From an optimization exercise on the open Yosys and OpenROAD flow, aimed at small area, a short achievable clock period and few clock cycles per item; shortcuts taken in it are not production practice. Only simulation tests tie the RTL to the original design; equivalence was not proved. Power is estimated from default activity; no workload was simulated.

## rda_top
module rda_top (
	input  logic        clk,
	input  logic        rst,
	input  logic [63:0] req_a,
	input  logic [63:0] req_b,
	input  logic        req_cin,
	input  logic        req_valid,
	output logic        req_credit,
	output logic [64:0] rsp_sum,
	output logic        rsp_valid,
	input  logic        rsp_credit
);
Size: roughly 1,900 cells after synthesis, ~200 I/O pins, about 23,000 um2 of cells after synthesis.
clock: 3.6 ns
lec_check: 0
cap_margin: 20
core_margin: 2
core_utilization: 40
cts_cluster_diameter: 70
cts_cluster_size: 24
setup_slack_margin: 1.75
slew_margin: 20
synth_hierarchical: 1
standard.sh (not shown) runs the stock make flow with config.mk's settings and CLKGATE_MAP_FILE= SYNTH_SCRIPT=/design/flow/synth_recipe.tcl, a recipe that flattens the netlist after the stock synthesis.
==> flow/flow/run.sh <==
#!/bin/bash
# Layout flow: the standard synthesis and ORFS flow, with the port buffers
# made from plain buffers (buf_1, resized later by timing repair) instead of the
# delay cells buffer_ports picks by default.
set -euo pipefail
cd "$(dirname "$0")/.."
bash standard.sh synth > synth.log 2>&1
bash standard.sh "BUFFER_PORTS_ARGS=-buffer_cell sky130_fd_sc_hd__buf_1" finish > layout.log 2>&1
test -f out/final.def
The starting point passed the timing, design-rule and antenna checks.
Testbench counts at the start, summed over its fixed seeds: cycles 16,024, items 16,000.
Change:
- CTS_CLUSTER_DIAMETER: 70 -> 80
- CTS_CLUSTER_SIZE: 24 -> 30
- PLACE_DENSITY: default -> 0.7
Effect: Maximum frequency is lower by about 0.45%. Cell count is lower by about 1%. Sequential cell count stays the same. Setup slack is worse by 0.0082 ns. Synthesized cell count stays the same. Total power is lower by 3.9%. Hold slack is better by 0.0062 ns.
Change:
- PLACE_DENSITY: 0.7 -> default
- TNS_END_PERCENT: default -> 10
Outcome: Clock skew stays flat. Via count is higher slightly. Total power is lower slightly. Core utilization is lower by 0.41 points. Worst setup slack loses 0.10 ns. Clock power is higher by a few percent. Clock-buffer cell count is higher by 2. Routed wire length is higher slightly.
Change:
- SETUP_SLACK_MARGIN: 1.75 -> 1.82
- TNS_END_PERCENT: 10 -> default
After rerunning:
- clock power drops by a little under a tenth
- register-to-register slack improves by 0.16 ns
- sequential share of layout area drops by 2.0 points
- cell count climbs slightly
- core utilization climbs by 1.9 points
- via count stays flat
- global-route usage barely changes
- cell area climbs by a few percent


rda_top again, from the RTL that the note above started with.
// rda_top
module rda_top (
	input  logic        clk,
	input  logic        rst,
	input  logic [63:0] req_a,
	input  logic [63:0] req_b,
	input  logic        req_cin,
	input  logic        req_valid,
	output logic        req_credit,
	output logic [64:0] rsp_sum,
	output logic        rsp_valid,
	input  logic        rsp_credit
);
Settings: LEC_CHECK=0, CAP_MARGIN=20, CORE_MARGIN=2, CORE_UTILIZATION=40, CTS_CLUSTER_DIAMETER=80, CTS_CLUSTER_SIZE=30, SETUP_SLACK_MARGIN=1.7, SLEW_MARGIN=20, SYNTH_HIERARCHICAL=1; clock period 3.6 ns.
Scripts as last shown in full above: flow/flow/run.sh
The baseline completed with no timing, DRC or antenna violations.
Testbench counts at the start, summed over its fixed seeds: cycles 16,024, items 16,000.
Change:
--- a/flow/config.mk
+++ b/flow/config.mk
@@ -13 +13 @@
-export SETUP_SLACK_MARGIN = 1.7
+export SETUP_SLACK_MARGIN = 1.75
@@ -15,0 +16 @@
+export TNS_END_PERCENT = 30
The changed run produced a clean layout.
Synthesized area stays the same.
Global-route usage increases by 0.13 points.
Design area shrinks by about 0.7%.
Cell count barely changes.
Combinational power shrinks by about 4%.
Change:
--- a/flow/config.mk
+++ b/flow/config.mk
@@ -10 +10 @@
-export CORE_UTILIZATION = 40
+export CORE_UTILIZATION = 50
@@ -16 +15,0 @@
-export TNS_END_PERCENT = 30
After rerunning:
- The changed run ran to the end with no violations
- maximum frequency came out higher by about 6%
- wire length came out lower by 3.8%
- first-iteration DRC count came out lower by about 7%
- sequential cell count does not change
- setup slack improved by 0.11 ns
- critical path depth does not change
- total power came out higher by 1.3%
- final cell count came out lower by about 5%
- synthesized area stays the same
- clock skew is about the same
- global-route usage came out higher by 3.8 points
Change:
--- a/flow/config.mk
+++ b/flow/config.mk
@@ -10 +10 @@
-export CORE_UTILIZATION = 50
+export CORE_UTILIZATION = 40
@@ -12,0 +13 @@
+export GPL_TIMING_DRIVEN = 0
Effect: Synthesized cell count does not change. Wire length rose by 1.8%. Cell area went up by 2.4%. Worst setup slack degrades by 0.029 ns.

[separate check: timing with driven ports]
The flow's constraints put no driver on any port. The routed layouts listed below were extracted and timed again, unchanged, in two steps.
Step 1 (the two cells are an assumption about what drives the block):
set clk [get_ports {clk}]
set_driving_cell -lib_cell sky130_fd_sc_hd__clkbuf_16 $clk
set_driving_cell -lib_cell sky130_fd_sc_hd__buf_2 [delete_from_list [all_inputs] $clk]
Step 2 moves the port delays by t, midway between the first and last clock arrival at a register: inputs arrive t later, outputs are due t later. That takes back most of the time a late clock gives input paths.
Slacks: ideal / step 1 / step 2; pairs: ideal / step 1.
run | shift t [ns] | setup slack, ns | hold slack, ns
the first run of note 1 | 0.615 | 1.789 / 1.734 / 1.256 | 0.445 / 0.445 / 0.445
the second run of note 1 | 0.645 | 1.781 / 1.724 / 1.251 | 0.451 / 0.451 / 0.451
the third run of note 1 | 0.647 | 1.678 / 1.620 / 1.153 | 0.456 / 0.439 / 0.456
the fourth run of note 1 | 0.621 | 1.794 / 1.739 / 1.344 | 0.458 / 0.433 / 0.458
the first run of note 2 | 0.645 | 1.743 / 1.689 / 1.212 | 0.444 / 0.413 / 0.446
the second run of note 2 | 0.627 | 1.671 / 1.615 / 1.177 | 0.454 / 0.448 / 0.454
the third run of note 2 | 0.633 | 1.785 / 1.731 / 1.261 | 0.452 / 0.429 / 0.452
the fourth run of note 2 | 0.625 | 1.756 / 1.698 / 1.255 | 0.446 / 0.414 / 0.446
After both steps setup and hold are still met in every run listed. The setup slack of the first run of note 1, which loses most, moves by -0.055 ns with the drivers and by -0.533 ns with both steps.
